From an optimization exercise on the open Yosys and OpenROAD flow, aimed at small area, a short achievable clock period and few clock cycles per item; shortcuts taken in it are not production practice. The RTL was checked by simulation tests, not by an equivalence proof against the original design. Power is estimated from default activity; no workload was simulated.

== beta ==
// csa_multiplier
module csa_multiplier (
    input  logic        clk,
    input  logic        rst_n,
    input  logic        in_valid,
    input  logic [15:0] x,
    input  logic [15:0] y,
    output logic        out_valid,
    output logic [31:0] product
);
Size in the first run: ~1,100 cells after synthesis, about 220 flip-flops, ~68 I/O pins, ~12,000 µm² of cells after synthesis.
==> flow/config.mk <==
export PLATFORM = sky130hd
export DESIGN_NAME = csa_multiplier
export DESIGN_NICKNAME = csa_multiplier
export VERILOG_FILES = /design/flow/design.v
export SDC_FILE = /design/flow/constraint.sdc
export NUM_CORES = 4
export LEC_CHECK = 0
export CAP_MARGIN = 20
export CORE_MARGIN = 2
export CORE_UTILIZATION = 40
export SLEW_MARGIN = 20
==> flow/constraint.sdc <==
create_clock -name core_clock -period 6.5 [get_ports {clk}]
set_input_delay 1.3000 -clock core_clock [delete_from_list [all_inputs] [get_ports {clk}]]
set_output_delay 1.3000 -clock core_clock [all_outputs]
set_load 0.01 [all_outputs]
run.sh (not shown) runs the stock make flow with config.mk's settings and CLKGATE_MAP_FILE= SYNTH_SCRIPT=/design/flow/synth_recipe.tcl, a recipe that flattens the netlist after the stock synthesis.
beta went all the way through synthesis, placement and routing and the layout is clean on timing, DRC and antenna.
Testbench counts of beta, summed over its fixed seeds: cycles 12,024, items 12,000.
Here is what was changed in the inputs of delta compared with beta.
Settings: setting SETUP_SLACK_MARGIN to 4.0 for the first time.
==> comparison <==
delta finished every step from synthesis to the final layout, and the layout passed the timing, design-rule and antenna checks.
Any difference in power attributed to sequential cells between beta and delta is small enough to ignore.
[compare] base=beta new=delta: length in cells of the worst reg-to-reg path shows an increase of 2; total number of cells along the worst setup path shows an increase of 2.

* * *

## try-raven
Another version of the RTL of csa_multiplier (not shown whole).
Size: about 990 cells after synthesis, ~11000 µm² of cells after synthesis.
==> flow/config.mk <==
export PLATFORM = sky130hd
export DESIGN_NAME = csa_multiplier
export DESIGN_NICKNAME = csa_multiplier
export VERILOG_FILES = /design/flow/design.v
export SDC_FILE = /design/flow/constraint.sdc
export NUM_CORES = 4
export LEC_CHECK = 0
export CAP_MARGIN = 20
export CORE_MARGIN = 2
export CORE_UTILIZATION = 40
export CTS_CLUSTER_DIAMETER = 80
export CTS_CLUSTER_SIZE = 24
export SETUP_SLACK_MARGIN = 4.25
export SLEW_MARGIN = 20
==> flow/constraint.sdc <==
create_clock -name core_clock -period 6.5 [get_ports {clk}]
set_input_delay 1.3000 -clock core_clock [delete_from_list [all_inputs] [get_ports {clk}]]
set_output_delay 1.3000 -clock core_clock [all_outputs]
set_load 0.01 [all_outputs]
standard.sh (not shown) runs the stock make flow with config.mk's settings and CLKGATE_MAP_FILE= SYNTH_SCRIPT=/design/flow/synth_recipe.tcl, a recipe that flattens the netlist after the stock synthesis.
==> flow/flow/run.sh <==
#!/bin/bash
# Own layout flow: the standard layout with two changes.
# 1. Synthesis: Yosys's synth runs with -noabc, so its early "abc -fast" pass
#    does not re-map the hand-written full/half adders before extract_fa maps
#    them to the library's fa/ha cells (no inverters between adders).
# 2. Port buffers: buffer_ports still gives every input and output port a
#    buffer, but uses the plain buffer named below instead of the delay cell
#    it picks by default.
# Everything else is the standard flow (standard.sh, ORFS make targets).
set -euo pipefail
here=$(pwd)
sed 's/yosys synth -nofsm -noshare /yosys synth -nofsm -noshare -noabc /' synth_recipe.tcl > noabc_synth.tcl
grep -q -- "-noabc" noabc_synth.tcl
export BUFFER_PORTS_ARGS="-buffer_cell sky130_fd_sc_hd__buf_1"
bash standard.sh SYNTH_SCRIPT="$here/noabc_synth.tcl" finish > "$here/flow_make.log" 2>&1
Testbench counts of try-raven, summed over its fixed seeds: cycles 12,024, items 12,000.
What try-yarrow does differently from try-raven at the input level:
Settings: changing CORE_UTILIZATION from 40 to 60; changing SETUP_SLACK_MARGIN from 4.25 to 4.3.
### Flow results
Across both runs, chip width was lower for try-yarrow than for try-raven.
On flip-flop and latch count, try-raven and try-yarrow are basically level.
Average wire length per cell after detail routing (higher): try-yarrow
Row number of non-filler instances in the completed layout: try-yarrow lower / try-raven higher
Summary: with try-raven as the reference, total power of the final layout in try-yarrow moved up by a few percent.
As of try-yarrow, routed wire length had fallen by a few percent compared to try-raven.
Delta (try-yarrow minus try-raven): final worst slack -0.011 ns; sequential share of cell area +0.65 points.
> inputs changed (try-yarrow -> try-indigo)
Settings: CTS_CLUSTER_SIZE: 24 -> 30; CORE_UTILIZATION: 60 -> 40; CTS_CLUSTER_DIAMETER: 80 -> 100.
Findings:
From try-yarrow to try-indigo the numbers moved as follows: post-placement setup slack climbed 0.019 ns, leakage power barely changed, insertion delay to the later sink of the worst-skew pair climbed 0.02 ns, met3 layer usage reported by global route dropped 1.5 points.
Lower area added between synthesis and finish among try-indigo and try-yarrow: try-yarrow
The design area of try-indigo was inferior to that of try-yarrow.
try-yarrow → try-indigo: detailed-route wire length climbed about 0.9%, total power barely changed, count of TritonRoute iterations in the first routing pass dropped 1.
[inputs] try-maple vs try-indigo
Settings: changing CTS_CLUSTER_DIAMETER from 100 to 80; changing CTS_CLUSTER_SIZE from 30 to 24; changing CORE_UTILIZATION from 40 to 50.
==> run notes <==
Changes observed in try-maple relative to try-indigo: final area -0.79%; routed wire length has increased; clock share of power saw an increase; average vias per placed instance went up by about 8%; internal cell power about even. STATUS shortest clock period the worst path allows after layout: try-maple loses against try-indigo.
The inputs of try-violet differ from those of try-maple as listed below.
Settings: swapping 4.3 for 4.35 in SETUP_SLACK_MARGIN; swapping 50 for 40 in CORE_UTILIZATION.
Notes after the runs:
try-violet completed every stage of the flow, and the final layout passed the timing, design-rule and antenna checks. try-violet against try-maple: area share of buffers outside the clock network rose by 0.52 points, final worst-path setup slack has increased, wire length comparable.

* * *

## v25
Starting RTL as in the previous note.
==> flow/config.mk <==
export PLATFORM = sky130hd
export DESIGN_NAME = csa_multiplier
export DESIGN_NICKNAME = csa_multiplier
export VERILOG_FILES = /design/flow/design.v
export SDC_FILE = /design/flow/constraint.sdc
export NUM_CORES = 4
export LEC_CHECK = 0
export CAP_MARGIN = 20
export CORE_MARGIN = 2
export CORE_UTILIZATION = 40
export CTS_CLUSTER_DIAMETER = 80
export CTS_CLUSTER_SIZE = 24
export SETUP_SLACK_MARGIN = 4.2
export SLEW_MARGIN = 20
==> flow/constraint.sdc <==
create_clock -name core_clock -period 6.5 [get_ports {clk}]
set_input_delay 1.3000 -clock core_clock [delete_from_list [all_inputs] [get_ports {clk}]]
set_output_delay 1.3000 -clock core_clock [all_outputs]
set_load 0.01 [all_outputs]
Scripts as last shown in full above: flow/flow/run.sh
v25: PASS, flow complete, no timing, DRC or antenna violations
Testbench counts of v25, summed over its fixed seeds: cycles 12,024, items 12,000.
What v8 does differently from v25 at the input level:
- swapping 4.2 for 4.3 in SETUP_SLACK_MARGIN
-- flow/flow/run.sh --
<<< v25, line 14
export BUFFER_PORTS_ARGS="-buffer_cell sky130_fd_sc_hd__buf_1"
>>> v8, line 14
export BUFFER_PORTS_ARGS="-buffer_cell sky130_fd_sc_hd__buf_2"
--- outcome ---
- Wire length: v25 vs v8, no meaningful difference
- v25 ended up with t1_c15_0 as its critical path startpoint; v8 ended up with t1_c15_1.
- Taking v25 as the reference, in v8 maximum clock skew at final layout climbed 13 ps, global-route usage dropped 0.24 points, setup slack of the critical path after layout climbed 58 ps, part of the power in the clock network dropped 1.1 points, utilization climbed 0.86 points.
Inputs modified between v8 and v1:
- removing CTS_CLUSTER_SIZE (formerly 24)
- removing CTS_CLUSTER_DIAMETER (formerly 80)
-- flow/flow/run.sh --
<<< v8, line 14
export BUFFER_PORTS_ARGS="-buffer_cell sky130_fd_sc_hd__buf_2"
>>> v1, line 14
export BUFFER_PORTS_ARGS="-buffer_cell sky130_fd_sc_hd__buf_1"
Notes after the runs:
- Cmp v8 and v1 / fraction of met1 tracks used by global routing / lower: v8
- t1_c18_1 as the startpoint of the most critical setup path was reported by v1, and t1_c15_1 by v8.
- Compared to v8, the router laid down more metal wire for v1.
- In the reports for v8 and v1, the larger routed metal-1 wirelength belongs to v1.
- Pin count of the biggest net entering global routing: v1 vs v8 identical
- Reported for v8 and v1, width of the chip turned out identical to the last digit.
- The later-pin clock latency in the skew report of v1 exceeds that of v8 by 20 ps.
- Against v8, v1 reports a clock slew at the register clock pins of the worst setup and hold paths that is lower.
[inputs] v57 vs v1
- setting CTS_CLUSTER_DIAMETER to 80 for the first time
- setting GPL_TIMING_DRIVEN to 0 for the first time
- setting CTS_CLUSTER_SIZE to 24 for the first time
## What came out
Taking v1 as the reference point, the worst-case setup margin in the final layout of v57 rises by 9.5 ps.
Compared with v1, v57 shows a higher post-layout instance count excluding filler cells.
Higher final critical-path required period goes to v1 over v57.
Maximum frequency, v57 and v1, lower one = v1.
v57 gives less sequential cell fraction of total power than v1 did.
v1 -> v57: hold buffer count at CTS delta 0, exact match
v1 has a higher clock-buffer cell count than v57.
Changes in v13 relative to v57:
- putting TNS_END_PERCENT at 0 where nothing was set
- clearing GPL_TIMING_DRIVEN, which used to be 0
--- outcome ---
Design internal power down 0.34 mW in v13 wrt v57
Between v57 and v13, clock-buffer cell count decreased.
v13 vs. v57: highest cell delay on the worst timing path went up by 230 ps.
Cell area | v13 vs v57 | v13 smaller
A endpoint of the most critical setup path of t1_c27_1 is what v13 shows, while t2_g16 belongs to v57.
v13 against v57: worst hold margin did not really move, count of plain and timing-repair buffers lost 55%, power per cell area went up by about 1.4%, post-layout worst setup margin dropped 64 ps, transition time of the tightest slew-check pin picked up an extra 230 ps.

re-timing with driven ports:
The results above use ideal ports. As a check the final layouts listed here were re-extracted and re-timed, cells and wires unchanged. Step 1, drivers: a clkbuf_16 drives clk and a buf_2 each remaining input, both assumed. Step 2 adds t to the input delays and takes it off the output delays; t is the mean of the earliest and latest rising clock arrival at the registers after step 1. Input paths then give back, and output paths get back, about the clock's delay inside the block. Three values: no drivers, after step 1, after step 2; two values: the first two.
run | shift t [ns] | setup WS [ns] | hold slack, ns | slew at the worst register clock pin (ns) | cell pins on the clock port's net
beta | 0.557 | 3.719 / 3.719 / 3.719 | 0.325 / 0.325 / 0.325 | 0.06 / 0.06 | 1
delta | 0.557 | 4.063 / 4.063 / 4.063 | 0.325 / 0.325 / 0.325 | 0.06 / 0.06 | 1
try-raven | 0.522 | 4.256 / 4.233 / 4.256 | 0.332 / 0.332 / 0.332 | 0.10 / 0.10 | 1
try-yarrow | 0.514 | 4.245 / 4.236 / 4.245 | 0.333 / 0.333 / 0.333 | 0.09 / 0.09 | 1
try-indigo | 0.526 | 4.253 / 4.222 / 4.253 | 0.317 / 0.317 / 0.317 | 0.12 / 0.12 | 1
try-maple | 0.525 | 4.211 / 4.211 / 4.211 | 0.333 / 0.333 / 0.333 | 0.09 / 0.09 | 1
try-violet | 0.522 | 4.266 / 4.232 / 4.266 | 0.333 / 0.333 / 0.333 | 0.09 / 0.09 | 1
v25 | 0.520 | 4.200 / 4.200 / 4.200 | 0.331 / 0.331 / 0.331 | 0.09 / 0.09 | 1
v8 | 0.526 | 4.258 / 4.224 / 4.258 | 0.334 / 0.334 / 0.334 | 0.10 / 0.10 | 1
v1 | 0.556 | 4.255 / 4.215 / 4.255 | 0.326 / 0.326 / 0.326 | 0.07 / 0.07 | 1
v57 | 0.534 | 4.265 / 4.219 / 4.265 | 0.331 / 0.331 / 0.331 | 0.09 / 0.09 | 1
v13 | 0.536 | 4.201 / 4.198 / 4.201 | 0.331 / 0.331 / 0.331 | 0.09 / 0.09 | 1
After both steps every run listed still meets setup and hold.
